This design comes from an exercise in tuning for small area, a short achievable clock period and few clock cycles per item on the open sky130 flow, not from production work. In this exercise RTL edits were held to simulation tests only and were not proved equivalent to the original.

==> flow/design.v (excerpt) <==
module keyExpansionTop (
	input logic clock,
	input logic reset,
	input logic start,
	input aesKeyPkg::aesKey128 cipherKey,
	output aesKeyPkg::expandedKey keyExp,
	output logic keyExpDone
);
==> flow/config.mk <==
export PLATFORM = sky130hd
export DESIGN_NAME = keyExpansionTop
export DESIGN_NICKNAME = keyExpansionTop
export VERILOG_FILES = /design/flow/design.v
export SDC_FILE = /design/flow/constraint.sdc
export NUM_CORES = 4
export LEC_CHECK = 0
export CAP_MARGIN = 20
export CORE_AREA = 2 2 458 458
export DIE_AREA = 0 0 460 460
export SLEW_MARGIN = 20
==> flow/constraint.sdc <==
create_clock -name core_clock -period 10.0 [get_ports {clock}]
set_input_delay 2.0000 -clock core_clock [delete_from_list [all_inputs] [get_ports {clock}]]
set_output_delay 2.0000 -clock core_clock [all_outputs]
set_load 0.01 [all_outputs]
run.sh (not shown) runs the stock make flow with config.mk's settings and CLKGATE_MAP_FILE= SYNTH_SCRIPT=/design/flow/synth_recipe.tcl, a recipe that flattens the netlist after the stock synthesis.
Testbench counts at the start, summed over its fixed seeds: cycles 8,800, keys 800.
Next try:
==> flow/flow/run.sh (new file) <==
#!/bin/bash
# The standard layout, with the smallest buffer on every input and output
# port instead of the one buffer_ports picks by default, and gate sizing
# free to change a cell's footprint.
set -euo pipefail
bash standard.sh "BUFFER_PORTS_ARGS=-buffer_cell sky130_fd_sc_hd__buf_1" MATCH_CELL_FOOTPRINT=0 SETUP_SLACK_MARGIN=6 finish > standard_flow.log 2>&1
==> flow/standard.sh (new file) <==
#!/bin/bash
# synth_recipe.tcl (not shown) runs the flow's synth.tcl, then flattens the netlist and writes it again
# the make line also repeats each setting of config.mk as NAME=value (left out here)
make -C /OpenROAD-flow-scripts/flow DESIGN_CONFIG=/design/flow/config.mk WORK_HOME=/design/flow/orfs CLKGATE_MAP_FILE= SYNTH_SCRIPT=/design/flow/synth_recipe.tcl "${@:-finish}"
removed: flow/run.sh
Result:
- area after synthesis stays the same
- maximum frequency climbs by 34%
- wire length came out higher by 10%
- worst setup slack is better by 1.4 ns
- clock-buffer cell count came out lower by 10
- die area does not change
Next try:
==> flow/flow/run.sh (replaced) <==
#!/bin/bash
# The standard layout, with the smallest buffer on every input and output
# port instead of the one buffer_ports picks by default.
set -euo pipefail
bash standard.sh "BUFFER_PORTS_ARGS=-buffer_cell sky130_fd_sc_hd__buf_1" finish > standard_flow.log 2>&1
Settings changed: SETUP_SLACK_MARGIN set to 5.
The new run passed the timing, DRC and antenna checks.
Wire length came out lower by about 8%.
Clock-buffer cell count rises by 7.
Setup slack is worse by 0.86 ns.
Via count shrinks by about 13%.
Worst hold slack loses 0.0046 ns.
Die area is unchanged.
Cell count is lower by 13%.
Next try:
==> flow/flow/run.sh (replaced) <==
#!/bin/bash
# The standard layout, with the smallest buffer on every input and output
# port instead of the one buffer_ports picks by default, and gate sizing
# free to change a cell's footprint.
set -euo pipefail
bash standard.sh "BUFFER_PORTS_ARGS=-buffer_cell sky130_fd_sc_hd__buf_1" MATCH_CELL_FOOTPRINT=0  finish > standard_flow.log 2>&1
Outcome: The new run went through all stages and came out clean. Non-clock buffer count came out higher by 1. Worst setup slack is better by 0.043 ns.

========
## P
Another version of the RTL of keyExpansionTop (not shown whole).
For scale: about 7500 cells after synthesis, ~450 flip-flops, about 0.051 mm^2 of cells after synthesis.
==> flow/config.mk <==
export PLATFORM = sky130hd
export DESIGN_NAME = keyExpansionTop
export DESIGN_NICKNAME = keyExpansionTop
export VERILOG_FILES = /design/flow/design.v
export SDC_FILE = /design/flow/constraint.sdc
export NUM_CORES = 4
export LEC_CHECK = 0
export ABC_AREA = 1
export CAP_MARGIN = 20
export CORE_AREA = 2 2 458 458
export DIE_AREA = 0 0 460 460
export PLACE_DENSITY = 0.75
export SLEW_MARGIN = 20
==> flow/constraint.sdc <==
create_clock -name core_clock -period 10.0 [get_ports {clock}]
set_input_delay 2.0000 -clock core_clock [delete_from_list [all_inputs] [get_ports {clock}]]
set_output_delay 2.0000 -clock core_clock [all_outputs]
set_load 0.01 [all_outputs]
standard.sh (not shown) runs the stock make flow with config.mk's settings and CLKGATE_MAP_FILE= SYNTH_SCRIPT=/design/flow/synth_recipe.tcl, a recipe that flattens the netlist after the stock synthesis.
==> flow/flow/run.sh <==
#!/bin/bash
# The standard layout (standard.sh), with these changes to how it is made:
# - the smallest buffer (buf_1) on every input and output port, in place of
#   the one buffer_ports picks by default;
# - gate sizing free to change a cell's footprint;
# - timing repair aimed at a setup slack of 5.6 ns (a shorter period);
set -euo pipefail
bash standard.sh "BUFFER_PORTS_ARGS=-buffer_cell sky130_fd_sc_hd__buf_1" MATCH_CELL_FOOTPRINT=0 SETUP_SLACK_MARGIN=5.6 "IO_CONSTRAINTS=$(pwd)/flow/pins.tcl" "PLACE_PINS_ARGS=-min_distance 1 -min_distance_in_tracks" finish > standard_flow.log 2>&1
Other scripts of this flow, unchanged in this note and not shown: flow/flow/pins.tcl
Testbench counts of P, summed over its fixed seeds: cycles 4,800, keys 800.
For Q, these inputs were changed with respect to P:
==> flow/flow/run.sh <==
#!/bin/bash
# The standard layout, with the smallest buffer on every input and output
# port instead of the one buffer_ports picks by default, and gate sizing
# free to change a cell's footprint.
set -euo pipefail
bash standard.sh "BUFFER_PORTS_ARGS=-buffer_cell sky130_fd_sc_hd__buf_1" MATCH_CELL_FOOTPRINT=0 SETUP_SLACK_MARGIN=5.4 "IO_CONSTRAINTS=$(pwd)/flow/pins.tcl" "PLACE_PINS_ARGS=-min_distance 1 -min_distance_in_tracks" finish > standard_flow.log 2>&1
==> comparison <==
Relative to P, Q improves via count.
The run showing the smaller setup slack at placement is Q.
Q has total routing usage reported by global routing below what P had.
P → Q: routed wire length fell 3.1%.
In the tables for Q and P, area of all placed cells without fillers reads lower with Q.
Comparing Q and P, the higher largest fanout of any net on the critical path is on Q.
Relative to Q, the following input files were edited for R:
==> flow/flow/run.sh <==
#!/bin/bash
# The standard layout, with the smallest buffer on every input and output
# port instead of the one buffer_ports picks by default, and gate sizing
# free to change a cell's footprint.
set -euo pipefail
bash standard.sh "BUFFER_PORTS_ARGS=-buffer_cell sky130_fd_sc_hd__buf_1" MATCH_CELL_FOOTPRINT=0 SETUP_SLACK_MARGIN=5.6 "IO_CONSTRAINTS=$(pwd)/flow/pins.tcl" "PLACE_PINS_ARGS=-min_distance 1 -min_distance_in_tracks" finish > standard_flow.log 2>&1
Q has a lower overall routed net length than R. Looking at worst setup path endpoint, the store.words[25]$_DFFE_PP_ result is from Q; the store.words[21]$_DFFE_PP_ one comes from R. Slack of the critical path in R vs Q: up 0.16 ns. When the final numbers for R and Q were put side by side, the initial antenna violation count turned out to be greater in R. On R: met2 usage in global routing is 1.0 points higher than what Q gave.

========
build 35:
keyExpansionTop, a different RTL version from the one above (not shown whole).
Size in the first run: ~4800 cells after synthesis, roughly 460 flip-flops, roughly 1500 I/O pins.
export LEC_CHECK = 0
export ABC_AREA = 1
export CAP_MARGIN = 20
export CORE_AREA = 2 2 458 458
export DIE_AREA = 0 0 460 460
export SETUP_SLACK_MARGIN = 5
export SLEW_MARGIN = 20
create_clock -name core_clock -period 10.0 [get_ports {clock}]
==> flow/flow/run.sh <==
#!/bin/bash
# The standard layout, with the smallest buffer on every input and output
# port instead of the one buffer_ports picks by default, and gate sizing
# free to change a cell's footprint.
set -euo pipefail
bash standard.sh "BUFFER_PORTS_ARGS=-buffer_cell sky130_fd_sc_hd__buf_1" MATCH_CELL_FOOTPRINT=0 "IO_CONSTRAINTS=$(pwd)/flow/pins.tcl" "PLACE_PINS_ARGS=-min_distance 1 -min_distance_in_tracks" finish > standard_flow.log 2>&1
Other scripts of this flow, unchanged in this note and not shown: flow/flow/pins.tcl
Testbench counts of build 35, summed over its fixed seeds: cycles 8,800, keys 800.
Relative to build 35, the following input files were edited for build 60:
- removing SETUP_SLACK_MARGIN (formerly 5)
==> flow/flow/run.sh <==
#!/bin/bash
# The standard layout, with the smallest buffer on every input and output
# port instead of the one buffer_ports picks by default, and gate sizing
# free to change a cell's footprint.
set -euo pipefail
bash standard.sh "BUFFER_PORTS_ARGS=-buffer_cell sky130_fd_sc_hd__buf_1" MATCH_CELL_FOOTPRINT=0 SETUP_SLACK_MARGIN=6.2 "IO_CONSTRAINTS=$(pwd)/flow/pins.tcl" "PLACE_PINS_ARGS=-min_distance 1 -min_distance_in_tracks" finish > standard_flow.log 2>&1
--- outcome ---
- Higher number of buffers inserted during clock tree synthesis goes to build 35 over build 60.
- Build 60: routed wire length is about 28% higher than what build 35 reported.
- Build 60 vs build 35: number of filler cells placed in the layout down by a little under 10%
The following lists how build 87 was set up differently from build 60:
==> flow/flow/run.sh <==
#!/bin/bash
# The standard layout, with the smallest buffer on every input and output
# port instead of the one buffer_ports picks by default, and gate sizing
# free to change a cell's footprint.
set -euo pipefail
bash standard.sh "BUFFER_PORTS_ARGS=-buffer_cell sky130_fd_sc_hd__buf_1" MATCH_CELL_FOOTPRINT=0 SETUP_SLACK_MARGIN=5.6 "IO_CONSTRAINTS=$(pwd)/flow/pins.tcl" "PLACE_PINS_ARGS=-min_distance 1 -min_distance_in_tracks" finish > standard_flow.log 2>&1
Of build 87 and build 60, the higher number of cells on the worst reg-to-reg path belongs to build 60.
Build 87 against build 60: met2 demand-to-capacity share in global routing saw a decrease.
Looking at number of clock buffers inserted by TritonCTS, build 87 sits 3.4% higher than build 60 does.
Re number of remaining DRC errors: no difference whatsoever between build 60 and build 87.
For build 87, the most common library cell in the layout ignoring fill and taps was sky130_fd_sc_hd__buf_1, unlike build 60, where it was sky130_fd_sc_hd__nand3_1.
The total via count after detailed routing of build 87 was superior to that of build 60.
Build 87 | status: complete | timing, DRC, antenna: pass
Relative to build 60, met3 wire length decreased by 21% in build 87.
Routed length per placed instance (build 87 vs. build 60) decreases by more than 10%

[afterwards: timing with drivers on the ports]
The flow's constraints put no driver on any port. The routed layouts listed below were extracted and timed again, unchanged, in two steps. Step 1, drivers: a clkbuf_16 drives clock and a buf_2 each remaining input, both assumed. Step 2 also shifts input and output timing later by t, the mid clock arrival at the registers, as if the neighbouring blocks saw the same clock. Slacks: ideal / step 1 / step 2; pairs: ideal / step 1.
| run | t (ns) | slack for setup (ns) | hold WS [ns] | worst register clock-pin slew, ns |
|---|---|---|---|---|
| the first run of note 1 | 0.814 | 4.367 / 4.266 / 4.893 | 0.505 / 0.505 / 0.505 | 0.08 / 0.08 |
| the second run of note 1 | 0.807 | 5.807 / 5.705 / 5.347 | 0.516 / 0.516 / 0.516 | 0.07 / 0.07 |
| the third run of note 1 | 0.787 | 4.942 / 4.842 / 4.947 | 0.511 / 0.511 / 0.511 | 0.08 / 0.08 |
| the fourth run of note 1 | 0.806 | 4.985 / 4.884 / 4.886 | 0.505 / 0.505 / 0.505 | 0.07 / 0.07 |
| P | 0.792 | 5.655 / 5.596 / 5.228 | 0.476 / 0.476 / 0.476 | 0.08 / 0.08 |
| Q | 0.774 | 5.494 / 5.418 / 5.465 | 0.469 / 0.469 / 0.469 | 0.07 / 0.07 |
| R | 0.792 | 5.655 / 5.596 / 5.228 | 0.476 / 0.476 / 0.476 | 0.08 / 0.08 |
| build 35 | 0.752 | 5.291 / 5.215 / 5.708 | 0.471 / 0.471 / 0.471 | 0.07 / 0.07 |
| build 60 | 0.748 | 5.921 / 5.849 / 5.706 | 0.464 / 0.464 / 0.464 | 0.07 / 0.07 |
| build 87 | 0.738 | 5.772 / 5.699 / 5.509 | 0.462 / 0.462 / 0.462 | 0.07 / 0.07 |
After both steps setup and hold are still met in every run listed. For the second run of note 1, which loses most, drivers alone change the setup slack by -0.102 ns; drivers and shift together by -0.460 ns.
